Background: an optimization exercise with open tools, aiming at small area, a short achievable clock period and few clock cycles. Do not read the settings as production practice.
In this exercise RTL edits were held to simulation tests only and were not proved equivalent to the original.
No activity file was given, so power comes from the tool's default toggle rates.

===== config.mk =====
export PLATFORM = sky130hd
export DESIGN_NAME = stage0_top
export DESIGN_NICKNAME = stage0_top
export VERILOG_FILES = /design/flow/design.v
export SDC_FILE = /design/flow/constraint.sdc
export NUM_CORES = 4
export LEC_CHECK = 0
export CAP_MARGIN = 20
export CORE_MARGIN = 2
export CORE_UTILIZATION = 60
export CTS_BUF_LIST = sky130_fd_sc_hd__clkbuf_4 sky130_fd_sc_hd__clkbuf_8
export PLACE_DENSITY = 0.65
export SETUP_SLACK_MARGIN = 3.5
export SLEW_MARGIN = 20

===== constraint.sdc =====
create_clock -name core_clock -period 5.5 [get_ports {clk}]
set_input_delay 1.1000 -clock core_clock [delete_from_list [all_inputs] [get_ports {clk}]]
set_output_delay 1.1000 -clock core_clock [all_outputs]
set_load 0.01 [all_outputs]

===== design.v =====
`timescale 1ns/1ps
`default_nettype none
package stage_pkg;
  localparam int BUF_ADDR_W = 7;
  typedef struct packed {
    logic signed [23:0] int_part;
    logic [7:0]         frac_part;
  } sample_t;
  typedef enum logic [0:0] {
    PASS_FORWARD = 1'b0,
    PASS_ERROR   = 1'b1
  } pass_e;
  typedef enum logic [1:0] {
    SEQ_IDLE = 2'd0,
    SEQ_READ = 2'd1,
    SEQ_NEXT = 2'd2
  } seq_state_e;
  typedef struct packed {
    logic                  valid;
    logic                  write;
    logic [BUF_ADDR_W-1:0] address;
    sample_t               data;
  } buf_req_t;
  typedef struct packed {
    sample_t    data;
    logic [3:0] tap_address;
    logic [3:0] bias_address;
    pass_e      kind;
    logic       last;     
  } out_beat_t;
endpackage
`default_nettype wire
`timescale 1ns/1ps
`timescale 1ns/1ps
`timescale 1ns/1ps
`timescale 1ns/1ps
`timescale 1ns/1ps
`default_nettype none
module stage0_top #(
  parameter int LEN_W   = 3,
  parameter int DEPTH_W = 4,
  parameter int WORD_W  = 32
) (
  input  wire                  clk,
  input  wire                  reset,
  input  wire [WORD_W-1:0]     in_data,
  input  wire                  in_valid,
  input  wire [LEN_W-1:0]      load_length,
  input  wire [DEPTH_W-1:0]    load_depth,
  input  wire [1:0]            state_length,
  input  wire                  learn,
  output logic                 in_ready,
  output logic                 out_valid,
  output logic [WORD_W+9:0]    out_beat
);
  localparam int SLOTS = 2 ** LEN_W;
  logic [LEN_W-1:0] lenm1_q;     
  logic             len0_q;      
  logic [2:0]       pm1m1_q;     
  logic             pm0_q;       
  logic             depth1_q;
  logic             learn_q;
  logic [2:0]       pm1;
  assign pm1 = {1'b0, state_length} + {2'b00, learn};
  always_ff @(posedge clk) begin
    lenm1_q  <= load_length - LEN_W'(1);
    len0_q   <= (load_length == '0);
    pm1m1_q  <= pm1 - 3'd1;
    pm0_q    <= (pm1 == 3'd0);
    depth1_q <= (load_depth == DEPTH_W'(1));
    learn_q  <= learn;
  end
  typedef struct packed {
    logic             rdy;     
    logic [SLOTS-1:0] ww;      
    logic             wl;      
    logic             act;     
    logic             nf;      
    logic [SLOTS-1:0] rw;      
    logic             lw;      
    logic [2:0]       rp;      
    logic             fp;      
    logic             go;      
  } st_t;
  st_t               s;
  logic [WORD_W-1:0] mem [0:SLOTS-1];
  logic [WORD_W-1:0] od_q;
  logic [LEN_W-1:0]  tap_q;
  logic [2:0]        bias_q;
  logic              kind_q;
  logic              last_q;
  logic ww_at_m1;
  logic rw_at_m1;
  logic rp_at_m1;
  assign ww_at_m1 = s.ww[lenm1_q];
  assign rw_at_m1 = s.rw[lenm1_q];
  assign rp_at_m1 = (s.rp == pm1m1_q);
  function automatic st_t next_state(input logic t);
    st_t  n;
    logic tl;
    logic pass_end;
    logic blk_end;
    tl       = t & s.wl;
    n.go     = s.act | (tl & ~len0_q);
    n.ww     = s.ww;
    n.wl     = s.wl;
    if (t) begin
      n.ww   = s.wl ? SLOTS'(1) : {s.ww[SLOTS-2:0], 1'b0};
      n.wl   = s.wl ? len0_q : ww_at_m1;
    end
    pass_end = n.go & s.lw;
    n.rw     = s.rw;
    n.lw     = s.lw;
    if (n.go) begin
      n.rw   = s.lw ? SLOTS'(1) : {s.rw[SLOTS-2:0], 1'b0};
      n.lw   = s.lw ? len0_q : rw_at_m1;
    end
    n.rp     = s.rp;
    n.fp     = s.fp;
    if (pass_end) begin
      n.rp   = s.fp ? 3'd0 : s.rp + 3'd1;
      n.fp   = s.fp ? pm0_q : rp_at_m1;
    end
    blk_end  = s.act & s.lw & s.fp;
    n.act    = s.act ? (~blk_end | s.nf | tl) : tl;
    n.nf     = s.act & ~blk_end & (s.nf | tl);
    n.rdy    = (~n.act | (~n.nf & n.fp)) & (~depth1_q | ~n.ww[0] | ~n.act);
    next_state = n;
  endfunction
  st_t s_t0;
  st_t s_t1;
  st_t s_n;
  assign s_t0 = next_state(1'b0);
  assign s_t1 = next_state(1'b1);
  assign s_n  = (in_valid & s.rdy) ? s_t1 : s_t0;
  always_ff @(posedge clk) begin
    if (reset) begin
      s     <= '0;
      s.rdy <= 1'b1;
      s.ww  <= SLOTS'(1);
      s.rw  <= SLOTS'(1);
      s.wl  <= (load_length == '0);
      s.lw  <= (load_length == '0);
      s.fp  <= (pm1 == 3'd0);
    end else begin
      s     <= s_n;
    end
  end
  always_ff @(posedge clk) begin
    for (int i = 0; i < SLOTS; i++) begin
      if (s.rdy && s.ww[i]) mem[i] <= in_data;
    end
  end
  logic [WORD_W-1:0] rd_data;
  always_comb begin
    rd_data = '0;
    for (int i = 0; i < SLOTS; i++) begin
      rd_data = rd_data | (mem[i] & {WORD_W{s.rw[i]}});
    end
  end
  logic [LEN_W-1:0] rd_idx;
  always_comb begin
    rd_idx = '0;
    for (int i = 0; i < SLOTS; i++) begin
      rd_idx = rd_idx | ({LEN_W{s.rw[i]}} & LEN_W'(i));
    end
  end
  always_ff @(posedge clk) begin
    od_q   <= rd_data;
    tap_q  <= rd_idx;
    bias_q <= s.rp;
    kind_q <= learn_q & s.fp;
    last_q <= s.lw;
  end
  assign in_ready  = s.rdy;
  assign out_valid = s.go;
  assign out_beat  = {od_q, 1'b0, tap_q, 1'b0, bias_q, kind_q, last_q};
endmodule
`default_nettype wire

===== flow/run.sh =====
#!/bin/bash
# Standard ORFS layout with the port buffers as buf_2 cells and the clock tree built with the
# arguments below; the output of every step is kept in flow_make.log.
set -euo pipefail
export BUFFER_PORTS_ARGS="-buffer_cell sky130_fd_sc_hd__buf_2"
export CTS_ARGS="-sink_clustering_enable -repair_clock_nets -buf_list {sky130_fd_sc_hd__clkbuf_16} -root_buf sky130_fd_sc_hd__clkbuf_16 -sink_clustering_size 30 -sink_clustering_max_diameter 80 -dont_use_dummy_load -distance_between_buffers 1000 -branching_point_buffers_distance 1000"
bash standard.sh > flow_make.log 2>&1

===== standard.sh =====
#!/bin/bash
# synth_recipe.tcl (not shown) runs the flow's synth.tcl, then flattens the netlist and writes it again
# the make line also repeats each setting of config.mk as NAME=value (left out here)
make -C /OpenROAD-flow-scripts/flow DESIGN_CONFIG=/design/flow/config.mk WORK_HOME=/design/flow/orfs CLKGATE_MAP_FILE= SYNTH_SCRIPT=/design/flow/synth_recipe.tcl "${@:-finish}"

==> summary.md, run 1 <==
| Metric | Value |
|---|---|
| Status | `complete, no violations` |
| Seq/Total Area, Yosys | `80.6%` |
| Final #Nets | `785` |
| Synth Instances | `667` |
| Antenna violations before repair | `1` |
| Clock skew | `0.0307 ns` |
| CP Max Fanout | `1` |
| Layout area overhead | `10.2%` |
| DR WL/cell | `24.3 um` |
| Synth unique cells | `41` |
| Die height | `142 um` |
| Worst slew margin | `25.5%` |
| Commonest non-fill, non-tap cell in the layout | `edfxtp_1` |
| Starting Density | `61.2%` |
| RD Place Congestion | `0.748` |
| CTS tree | `yes` |
| Total number of vias | `6,134` |
| Class of the worst hold path | `reg2reg` |
| Fin crit share | `38.2%` |
| Synth Register Bits | `332` |
| Congestion Overflow GR | `0` |
| Via density | `6.34` |
| Worst-margin pin slew | `1.12 ns` |
| WHS | `0.410 ns` |
| Clk slew on worst S/H paths | `0.10 ns` |
| Antenna-violating nets left | `0` |
| Skew-Pair Late Insertion Delay | `0.51 ns` |
| Syn_area_per_cell | `17.2 sq um` |
| Filler cell count | `1,312` |
| Vias in the first global route | `6,028` |
| Pwr dens | `349 mW/mm^2` |
| Nature of the critical path endpoint | `primary output` |
| H-tree depth | `1` |
| Most used flip-flop cell after synthesis | `edfxtp_1` |
| Max VDD drop | `0.000364 V` |
| Final Hold Fails | `0` |
| IO Pins | `89` |
| Minimum clock period | `2.10 ns` |
| Global Route Usage Sum | `23.2%` |
| Post-synth EDFFs | `258` |
| Largest net degree at the start of global routing | `38` |
| Row count | `50` |
| CTS Buffer Depth | `3` |
| Multi-input gate area | `0.00205 sq mm` |
| HPWL Detailed | `11.9 mm` |
| Clock sink count | `332` |
| Slowest-stage cell, CP | `dfxtp_2` |
| Initial DRC Count | `479` |
| TritonCTS Buffers | `15` |
| Die area | `0.0202 sq mm` |
| First drt pass iteration count | `4` |
| Final Setup Violations | `0` |
| RSZ-0062 raised after global routing | `yes` |
| Layout cells sized above 1 | `20.7%` |
| I/O Buffers | `86` |
| Crit path kind | `reg2out` |
| Setup TNS | `0 ns` |
| Critical path launch point type | `flop` |
| Lkg Pwr | `4.19 nW` |
| Req. time, crit path | `4.40 ns` |
| Total Routed Length | `23.5 mm` |
| Slew Viols, Final | `0` |
| CP Cell Sequence | `buf_6` |
| Largest stage delay, worst path | `0.38 ns` |
| Synthesis warning total | `2` |
| Synthesized area | `0.0114 sq mm` |
| Root Buffer | `clkbuf_16` |
| Ys async rst share | `0%` |
| Crit path buf inv count | `1` |
| Crit path max-delay family | `flip-flops` |
| Core area | `0.0187 sq mm` |
| Max Fclk | `476 MHz` |
| Max cap viols | `0` |
| CP Data Arrival Time | `1.00 ns` |
| Chip width | `142 um` |
| # DRC | `0` |
| Most frequent cells in the layout | `edfxtp_1 (258), a22oi_1 (128), buf_2 (70)` |
| Sequential cell area | `0.00926 sq mm` |
| # hold bufs at CTS | `0` |
| First-pass GRT wire length | `35.0 mm` |
synth_stat cells, types with 2 or more instances:
library cell	number	area, sq um
xor2_1	3	26.3
nand2_1	10	37.5
nor2b_1	3	18.8
a22o_1	7	61.3
buf_4	4	30.0
ha_1	7	87.6
nor2_1	11	41.3
edfxtp_1	258	7750
nand2b_1	4	25.0
dfxtp_1	74	1480
inv_1	14	52.6
a22oi_1	128	961
mux2i_1	2	20.0
a21oi_1	19	95.1
and2_1	10	62.6
or4_1	3	22.5
clkbuf_1	39	146
a211oi_1	3	22.5
nand4_1	32	200
nor3b_1	7	52.6
o41ai_1	2	17.5
o21ai_0	4	20.0
nor3_1	3	15.0
mux4_2	3	67.6
state kept, by name (all words and copies together), names as in the netlist:
signal and count:
s 26, bias_q 3, pm0_q 1, kind_q 1, mem 256, learn_q 1, lenm1_q 3, last_q 1
tap_q 3, od_q 32, pm1m1_q 3, len0_q 1, depth1_q 1
metrics by stage:
step	cell area (sq um)	worst slack [ns]	power, W	cells	util [%]
6_report	12600	3.40	0.00440	967	67.4
5_1_grt	12600	3.38	0.00454	965	67.4
4_1_cts	12600	3.41	0.00442	965	67.2
3_5_place_dp	12100	3.18	0.00325	949	64.7
3_3_place_gp	12100	3.25	0.00324	949	64.7
2_1_floorplan	11500	3.41	0.00310	668	-
timing repair:
action / 4_1_cts / 5_1_grt
buffers inserted: 1 / 0
pin swaps: 0 / 0
setup endpoints to repair: 43 / 43
resized for setup: 26 / 9
worst reg2reg max path, delay by kind of cell, from the launching register on:
kind	cells	cell delay (ns)
muxes	1	0.53
AOI/OAI and AO/OA	2	0.46
DFF	1	0.47
and+or+nand+nor	1	0.15
cells by family (layout without fill, tap and decap cells):
| logic type | after synthesis | after routing | share of synthesized area, % |
|---|---|---|---|
| XOR/XNOR | 3 | 3 | 0.230 |
| AND/OR/NAND/NOR | 93 | 93 | 4.90 |
| adder cells (fa/ha/maj) | 7 | 7 | 0.765 |
| flip-flops | 332 | 332 | 80.6 |
| multiplexers | 5 | 5 | 0.765 |
| AO/OA/AOI/OAI | 168 | 168 | 10.7 |
| buffers and inverters | 58 | 121 | 2.03 |
| other | 1 | 4 | 0.0328 |
routing by layer:
metal	track usage (%)	share of wire, %	vias up
met5	0	0	-
met2	39.6	49	184
li1	-	-	2778
met3	3.06	6.2	36
met4	5.00	1.5	0
met1	32.6	43	3136
layout make-up:
cell class / count / share of cell area [%]
Clock buffer: 15 / 2.98
Antenna cell: 2 / 0.0397
Timing Repair Buffer: 92 / 4.56
Multi-Input combinational cell: 278 / 16.3
Inverter: 14 / 0.417
Sequential cell: 332 / 73.4
Tap cell: 234 / 2.32
power breakdown:
| group | total [W] | leakage (nW) | internal, W | switching, W |
|---|---|---|---|---|
| clock network | 0.00118 | 0.185 | 0.000494 | 0.000684 |
| registers | 0.00289 | 2.98 | 0.00283 | 0.0000606 |
| logic | 0.000333 | 1.02 | 0.000144 | 0.000189 |
path summary, 6_finish.rpt:
check	cells after the start	from	end	slack, ns
max	1	od_q[31]$_DFF_P_	out_beat[41]	3.40
min	0	s[4]$_SDFFE_PP0P_	bias_q[2]$_DFF_P_	0.41
max reg2reg	4	lenm1_q[1]$_DFF_P_	s[16]$_DFFE_PP_	3.63
min reg2reg	0	s[4]$_SDFFE_PP0P_	bias_q[2]$_DFF_P_	0.41
Testbench counts, summed over its fixed seeds: cycles 32,039.
==> inputs of run 2 (changes only) <==
==> flow/run.sh (replaced) <==
#!/bin/bash
# Standard ORFS layout with the port buffers as buf_2 cells and the clock tree built with the
# arguments below; the output of every step is kept in flow_make.log.
set -euo pipefail
export BUFFER_PORTS_ARGS="-buffer_cell sky130_fd_sc_hd__buf_2"
export CTS_ARGS="-sink_clustering_enable -repair_clock_nets -buf_list {sky130_fd_sc_hd__clkbuf_16} -root_buf sky130_fd_sc_hd__clkbuf_16 -sink_clustering_size 30 -sink_clustering_max_diameter 80 -dont_use_dummy_load -sink_clustering_levels 1"
bash standard.sh > flow_make.log 2>&1
==> run 2 against run 1 <==
Still clean. Worst hold slack unchanged. Sequential share of layout area unchanged. Sequential power about the same. Count of clock-buffer cells in the layout unchanged. Largest power group unchanged.
==> summary.md, run 2 <==
| Metric | Value |
|---|---|
| Setup TNS | `0 ns (unchanged)` |
| Status | `complete, no violations` |
| HPWL Detailed | `11.9 mm (unchanged)` |
| Ys async rst share | `0% (unchanged)` |
| Dpl cells | `949 (unchanged)` |
| Row count | `50 (unchanged)` |
| Layout area overhead | `10.2% (unchanged)` |
| TritonCTS Buffers | `15 (unchanged)` |
| Synth cell count leaders | `edfxtp_1 (258), a22oi_1 (128), dfxtp_1 (74)` |
| Final #Nets | `785 (unchanged)` |
| Congestion Overflow GR | `0 (unchanged)` |
| Largest stage delay, worst path | `0.38 ns (about the same)` |
| Max reg flops | `256 (unchanged)` |
| Synthesis warning total | `2 (unchanged)` |
| Seq/Total Area, Yosys | `80.6% (unchanged)` |
| Most frequent cells in the layout | `edfxtp_1 (258), a22oi_1 (128), buf_2 (70)` |
| CP Cell Sequence | `buf_6` |
| # DRC | `0 (unchanged)` |
| Class of the worst hold path | `reg2reg` |
| Fin crit share | `38.2% (unchanged)` |
| CTS Buffer Depth | `3 (unchanged)` |
| Skew-Pair Late Insertion Delay | `0.51 ns (about the same)` |
| Share of the synthesized area in the top cell type | `67.7% (unchanged)` |
| Final Hold Fails | `0 (unchanged)` |
| Most used flip-flop cell after synthesis | `edfxtp_1` |
| Layout cells sized above 1 | `20.7% (unchanged)` |
| Crit path launch | `od_q[31]$_DFF_P_` |
| Starting Density | `61.2% (unchanged)` |
| Power Total | `0.00440 W (unchanged)` |
| Clock skew | `0.0307 ns (unchanged)` |
| Root Buffer | `clkbuf_16` |
| Syn_area_per_cell | `17.2 sq um (unchanged)` |
| Slew Viols, Final | `0 (unchanged)` |
| CP Data Arrival Time | `1.00 ns (about the same)` |
| Total Routed Length | `23.5 mm (unchanged)` |
| Vias in the first global route | `6,028 (unchanged)` |
| Initial DRC Count | `479 (unchanged)` |
| Max cap viols | `0 (unchanged)` |
| Fin area | `0.0126 sq mm (unchanged)` |
| Lkg Pwr | `4.19 nW (unchanged)` |
| CTS tree | `yes` |
| Worst slew margin | `25.5% (unchanged)` |
| Core area | `0.0187 sq mm (unchanged)` |
| WHS | `0.410 ns (unchanged)` |
| Minimum clock period | `2.10 ns (unchanged)` |
| R2r startpoint | `lenm1_q[1]$_DFF_P_` |
| Slowest-stage cell, CP | `dfxtp_2` |
| Max VDD drop | `0.000364 V (unchanged)` |
| Clk slew on worst S/H paths | `0.10 ns (about the same)` |
| Crit path kind | `reg2out` |
| Max Fclk | `476 MHz (unchanged)` |
| IO Pins | `89 (unchanged)` |
| Top cells by area, synth | `edfxtp_1 (68%), dfxtp_1 (13%), a22oi_1 (8.4%), nand4_1 (1.7%), clkbuf_1 (1.3%)` |
| Largest net degree at the start of global routing | `38 (unchanged)` |
| Synth Instances | `667 (unchanged)` |
| H-tree depth | `1 (unchanged)` |
| Chip width | `142 um (unchanged)` |
| Global Route Usage Sum | `23.2% (unchanged)` |
| Post-synth EDFFs | `258 (unchanged)` |
| Antenna-violating nets left | `0 (unchanged)` |
| Final Non-Filler Cells | `967 (unchanged)` |
| Worst-margin pin slew | `1.12 ns (unchanged)` |
| DR WL/cell | `24.3 um (unchanged)` |
| Via density | `6.34 (unchanged)` |
| Crit path max-delay family | `flip-flops` |
| Reg with most FFs | `mem` |
| Synth unique cells | `41 (unchanged)` |
| # hold bufs at CTS | `0 (unchanged)` |
| Die height | `142 um (unchanged)` |
| I/O Buffers | `86 (unchanged)` |
| Crit path buf inv count | `1 (unchanged)` |
| RD Place Congestion | `0.748 (unchanged)` |
| RSZ-0062 raised after global routing | `yes` |
| Post-synth top area cell | `edfxtp_1` |
| Commonest non-fill, non-tap cell in the layout | `edfxtp_1` |
| First drt pass iteration count | `4 (unchanged)` |
| Clock sink count | `332 (unchanged)` |
| Final Setup Violations | `0 (unchanged)` |
| Synth Register Bits | `332 (unchanged)` |
| Antenna violations before repair | `1 (unchanged)` |
| First-pass GRT wire length | `35.0 mm (unchanged)` |
| Pwr dens | `349 mW/mm^2 (unchanged)` |
| Synthesized area | `0.0114 sq mm (unchanged)` |
| CP Max Fanout | `1 (unchanged)` |
| Top-count cell post-synth | `edfxtp_1` |
| Hold path startpoint | `s[4]$_SDFFE_PP0P_` |
| Die area | `0.0202 sq mm (unchanged)` |
| Nature of the critical path endpoint | `primary output` |
| Critical path launch point type | `flop` |
| Top Registers | `mem (256), od_q (32), s (26)` |
| DP Area | `0.0121 sq mm (unchanged)` |
| Total number of vias | `6,134 (unchanged)` |
| Req. time, crit path | `4.40 ns (about the same)` |
[run 2: repair_timing]
| action | in CTS | in global routing |
|---|---|---|
| hold endpoints to repair | 0 | 0 |
| setup endpoints to repair | 43 | 43 |
| resized for setup | 26 | 9 |
| setup buffers | 1 | 0 |
[run 2: power breakdown]
part / switching, W / internal (W)
combinational: 0.000189 / 0.000144
sequential: 0.0000606 / 0.00283
clock: 0.000684 / 0.000494
[run 2: path summary, 6_finish.rpt]
check	slack (ns)	depth (start not counted)	end
worst max-delay path	3.40	1	out_beat[41]
worst min register to register	0.41	0	bias_q[2]$_DFF_P_
worst max register to register	3.63	4	s[16]$_DFFE_PP_
worst min-delay path	0.41	0	bias_q[2]$_DFF_P_
[run 2: metrics by stage]
step | setup slack (ns) | utilization [%]
floorplan | 3.41 | -
global placement | 3.25 | 64.7
detailed placement | 3.18 | 64.7
CTS | 3.41 | 67.2
global route | 3.38 | 67.4
finish | 3.40 | 67.4
[run 2: metal layers]
metal	vias to the layer above	global-route usage, %	wire length (um)
met3	36	3.06	1460
met1	3136	32.6	10100
met4	0	5.00	363
met2	184	39.6	11600
met5	-	0	0
li1	2778	-	-
[run 2: kinds of logic (layout without fill, tap and decap cells)]
| kind of cell | count (synthesis) | after routing | synth area share [%] |
|---|---|---|---|
| compound gates | 168 | 168 | 10.7 |
| xor+xnor | 3 | 3 | 0.230 |
| fa+ha+maj | 7 | 7 | 0.765 |
| buf+inv | 58 | 121 | 2.03 |
| flops | 332 | 332 | 80.6 |
| mux | 5 | 5 | 0.765 |
| other cells | 1 | 4 | 0.0328 |
| simple gates | 93 | 93 | 4.90 |
[run 2: final cells by class]
class | count | area (sq um)
Sequential cell | 332 | 9260
Fill cell | 1312 | 6090
Multi-Input combinational cell | 278 | 2050
Timing Repair Buffer | 92 | 576
Clock buffer | 15 | 375
Tap cell | 234 | 293
Inverter | 14 | 52.6
Antenna cell | 2 | 5.00
==> inputs of run 3 (changes only) <==
==> flow/run.sh (replaced) <==
#!/bin/bash
# Standard ORFS layout with the port buffers as buf_2 cells and the clock tree built with the
# arguments below; the output of every step is kept in flow_make.log.
set -euo pipefail
export BUFFER_PORTS_ARGS="-buffer_cell sky130_fd_sc_hd__buf_2"
export CTS_ARGS="-sink_clustering_enable -repair_clock_nets -buf_list {sky130_fd_sc_hd__clkbuf_16} -root_buf sky130_fd_sc_hd__clkbuf_16 -sink_clustering_size 30 -sink_clustering_max_diameter 80 -dont_use_dummy_load"
bash standard.sh > flow_make.log 2>&1
==> run 3 against run 2 <==
Worst hold slack did not move. Still clean. Largest power group unchanged. Synthesized cell count did not move. Critical endpoint unchanged. Count of clock-buffer cells in the layout is the same. Critical path depth is the same. Global-route usage unchanged. Cell count stayed put. Clock skew stayed put. First-iteration DRC count did not move.
==> summary.md, run 3 <==
| Metric | Value |
|---|---|
| Main combinational cell family by area after synthesis | `compound AO/OA/AOI/OAI gates` |
| Total Routed Length | `23.5 mm (unchanged)` |
| DR WL/cell | `24.3 um (unchanged)` |
| Class of the worst hold path | `reg2reg` |
| Synthesized area | `0.0114 sq mm (unchanged)` |
| Skew-Pair Late Insertion Delay | `0.51 ns (about the same)` |
| Reg2reg end | `s[16]$_DFFE_PP_` |
| Final Hold Fails | `0 (unchanged)` |
| Initial DRC Count | `479 (unchanged)` |
| Top-count cell post-synth | `edfxtp_1` |
| HPWL Detailed | `11.9 mm (unchanged)` |
| Power Total | `0.00440 W (unchanged)` |
| Cell depth of the worst setup path | `1 (unchanged)` |
| RSZ-0062 raised after global routing | `yes` |
| CP Data Arrival Time | `1.00 ns (about the same)` |
| Critical path launch point type | `flop` |
| # hold bufs at CTS | `0 (unchanged)` |
| Post-synthesis adder-cell area fraction | `0.765% (unchanged)` |
| First drt pass iteration count | `4 (unchanged)` |
| Slew Viols, Final | `0 (unchanged)` |
| RD Place Congestion | `0.748 (unchanged)` |
| Reg2Reg Depth | `4 (unchanged)` |
| Req. time, crit path | `4.40 ns (about the same)` |
| Chip width | `142 um (unchanged)` |
| R2r startpoint | `lenm1_q[1]$_DFF_P_` |
| FF-to-FF setup slack | `3.63 ns (about the same)` |
| Synth cell count leaders | `edfxtp_1 (258), a22oi_1 (128), dfxtp_1 (74)` |
| Clock sink count | `332 (unchanged)` |
| Pwr dens | `349 mW/mm^2 (unchanged)` |
| Synthesis warning total | `2 (unchanged)` |
| Worst-margin pin slew | `1.12 ns (unchanged)` |
| Row count | `50 (unchanged)` |
| Seq/Total Area, Yosys | `80.6% (unchanged)` |
| Nature of the critical path endpoint | `primary output` |
| Final #Nets | `785 (unchanged)` |
| Core area | `0.0187 sq mm (unchanged)` |
| Global Route Usage Sum | `23.2% (unchanged)` |
| Total number of vias | `6,134 (unchanged)` |
| Slowest-stage cell, CP | `dfxtp_2` |
| Layout area overhead | `10.2% (unchanged)` |
| CP Cell Sequence | `buf_6` |
| Clk slew on worst S/H paths | `0.10 ns (about the same)` |
| # DRC | `0 (unchanged)` |
| Max VDD drop | `0.000364 V (unchanged)` |
| Layout cells sized above 1 | `20.7% (unchanged)` |
| Most used flip-flop cell after synthesis | `edfxtp_1` |
| Largest stage delay, worst path | `0.38 ns (about the same)` |
| Compound-cell area share of the yosys netlist | `10.7% (unchanged)` |
| Post-synth EDFFs | `258 (unchanged)` |
| CTS tree | `yes` |
| Syn_area_per_cell | `17.2 sq um (unchanged)` |
| Most frequent cells in the layout | `edfxtp_1 (258), a22oi_1 (128), buf_2 (70)` |
| Post-placement setup slack | `3.18 ns (unchanged)` |
| Post-synth top area cell | `edfxtp_1` |
| Top Registers | `mem (256), od_q (32), s (26)` |
| Final Setup Violations | `0 (unchanged)` |
| XOR/XNOR Fraction of Synth Area | `0.230% (unchanged)` |
| Starting Density | `61.2% (unchanged)` |
| Fin crit share | `38.2% (unchanged)` |
| Combinational Power Share | `7.6% (about the same)` |
| Status | `complete, no violations` |
| I/O Buffers | `86 (unchanged)` |
| Synth Area in Simple Gates | `4.90% (unchanged)` |
| Worst Setup EP | `out_beat[41]` |
| Final worst slack | `3.40 ns (unchanged)` |
| Max Fclk | `476 MHz (unchanged)` |
| Commonest non-fill, non-tap cell in the layout | `edfxtp_1` |
| Top cells by area, synth | `edfxtp_1 (68%), dfxtp_1 (13%), a22oi_1 (8.4%), nand4_1 (1.7%), clkbuf_1 (1.3%)` |
| Sw Share | `21.2% (unchanged)` |
| Clk network pwr share | `26.8% (about the same)` |
| Cell internal pwr | `0.00347 W (unchanged)` |
| Sw power | `0.000934 W (unchanged)` |
| Vias in the first global route | `6,028 (unchanged)` |
| Crit path launch | `od_q[31]$_DFF_P_` |
| IO Pins | `89 (unchanged)` |
| H-tree depth | `1 (unchanged)` |
| First-pass GRT wire length | `35.0 mm (unchanged)` |
| Multiplexer area fraction after synthesis | `0.765% (unchanged)` |
| Crit path kind | `reg2out` |
| Die area | `0.0202 sq mm (unchanged)` |
| Crit path buf inv count | `1 (unchanged)` |
| Antenna-violating nets left | `0 (unchanged)` |
| Setup TNS | `0 ns (unchanged)` |
| Ys async rst share | `0% (unchanged)` |
| Reg with most FFs | `mem` |
| Clock skew | `0.0307 ns (unchanged)` |
| Crit path max-delay family | `flip-flops` |
| CTS Buffer Depth | `3 (unchanged)` |
| Antenna violations before repair | `1 (unchanged)` |
| Synth unique cells | `41 (unchanged)` |
| Root Buffer | `clkbuf_16` |
| TritonCTS Buffers | `15 (unchanged)` |
| Via density | `6.34 (unchanged)` |
| Sequential share of power | `65.7% (about the same)` |
| Synth Register Bits | `332 (unchanged)` |
| Share of the synthesized area in the top cell type | `67.7% (unchanged)` |
| Largest net degree at the start of global routing | `38 (unchanged)` |
| CP Max Fanout | `1 (unchanged)` |
| Congestion Overflow GR | `0 (unchanged)` |
| Lkg Pwr | `4.19 nW (unchanged)` |
| Worst slew margin | `25.5% (unchanged)` |
| Max reg flops | `256 (unchanged)` |
| Synth Instances | `667 (unchanged)` |
| Max cap viols | `0 (unchanged)` |
| Minimum clock period | `2.10 ns (unchanged)` |
| Die height | `142 um (unchanged)` |
[run 3: worst min path at each step]
stage | from | to | slack [ns] | cells after the start
CTS | s[4]$_SDFFE_PP0P_ | bias_q[2]$_DFF_P_ | 0.41 | 0
global route | s[3]$_SDFFE_PP0P_ | bias_q[1]$_DFF_P_ | 0.42 | 0
global placement | s[4]$_SDFFE_PP0P_ | bias_q[2]$_DFF_P_ | 0.39 | 0
finish | s[4]$_SDFFE_PP0P_ | bias_q[2]$_DFF_P_ | 0.41 | 0
detailed placement | s[4]$_SDFFE_PP0P_ | bias_q[2]$_DFF_P_ | 0.40 | 0
floorplan | s[4]$_SDFFE_PP0P_ | bias_q[2]$_DFF_P_ | 0.37 | 0
[run 3: final cells by class]
type	count	area, sq um
fillers	1312	6090
well taps	234	293
inverters	14	52.6
multi-input cells	278	2050
clock buffers	15	375
diodes	2	5.00
flip-flops and latches	332	9260
repair buffers	92	576
[run 3: power by group through the flow]
stage | Clock [W] | Sequential [W] | Combinational (W)
after global placement | 0 | 0.00294 | 0.000301
final | 0.00118 | 0.00289 | 0.000333
after global routing | 0.00127 | 0.00290 | 0.000363
after floorplan | 0 | 0.00294 | 0.000160
after CTS | 0.00120 | 0.00289 | 0.000331
after detailed placement | 0 | 0.00294 | 0.000310
[run 3: logic make-up (layout without fill, tap and decap cells)]
family | Yosys count | in the layout
AOI/OAI and AO/OA | 168 | 168
xor gates and xnor gates | 3 | 3
adders and majority gates | 7 | 7
buffers and inverters | 58 | 121
DFF | 332 | 332
muxes | 5 | 5
other | 1 | 4
and+or+nand+nor | 93 | 93
[run 3: routing by layer]
metal  vias up  wire (um)  part of all wire (%)  GRT usage, %
met5         -          0                     0             0
met4         0        363                   1.5          5.00
met3        36       1460                   6.2          3.06
met2       184      11600                    49          39.6
met1      3136      10100                    43          32.6
li1       2778          -                     -             -
[run 3: timing repair]
action,4_1_cts,5_1_grt
endpoints found under the hold margin,0,0
endpoints found under the setup margin,43,43
buffers inserted,1,0
gates resized for setup,26,9
[run 3: metrics by stage]
stage          instances  area, sq um  util, %  hold WS, ns
2_1_floorplan        668        11500        -        0.367
3_3_place_gp         949        12100     64.7        0.394
3_5_place_dp         949        12100     64.7        0.397
4_1_cts              965        12600     67.2        0.412
5_1_grt              965        12600     67.4        0.423
6_report             967        12600     67.4        0.410

separate check: timing with driven ports:
The results above use ideal ports. As a check the final layouts listed here were re-extracted and re-timed, cells and wires unchanged.
Step 1 sets driving cells, clkbuf_16 on the clock port and buf_2 on the other inputs (assumed; they add their load-dependent delay and slew).
Step 2 adds t to the input delays and takes it off the output delays; t is the mean of the earliest and latest rising clock arrival at the registers after step 1. Input paths then give back, and output paths get back, about the clock's delay inside the block.
a / b / c = ideal ports / drivers / drivers and shift; a / b = the first two.
| run | shift t [ns] | setup slack, ns | pins driven straight from the clock port |
|---|---|---|---|
| run 1 | 0.539 | 3.399 / 3.355 / 3.147 | 1 |
| run 2 | 0.539 | 3.399 / 3.355 / 3.147 | 1 |
| run 3 | 0.539 | 3.399 / 3.355 / 3.147 | 1 |
After both steps setup and hold are still met in every run listed.
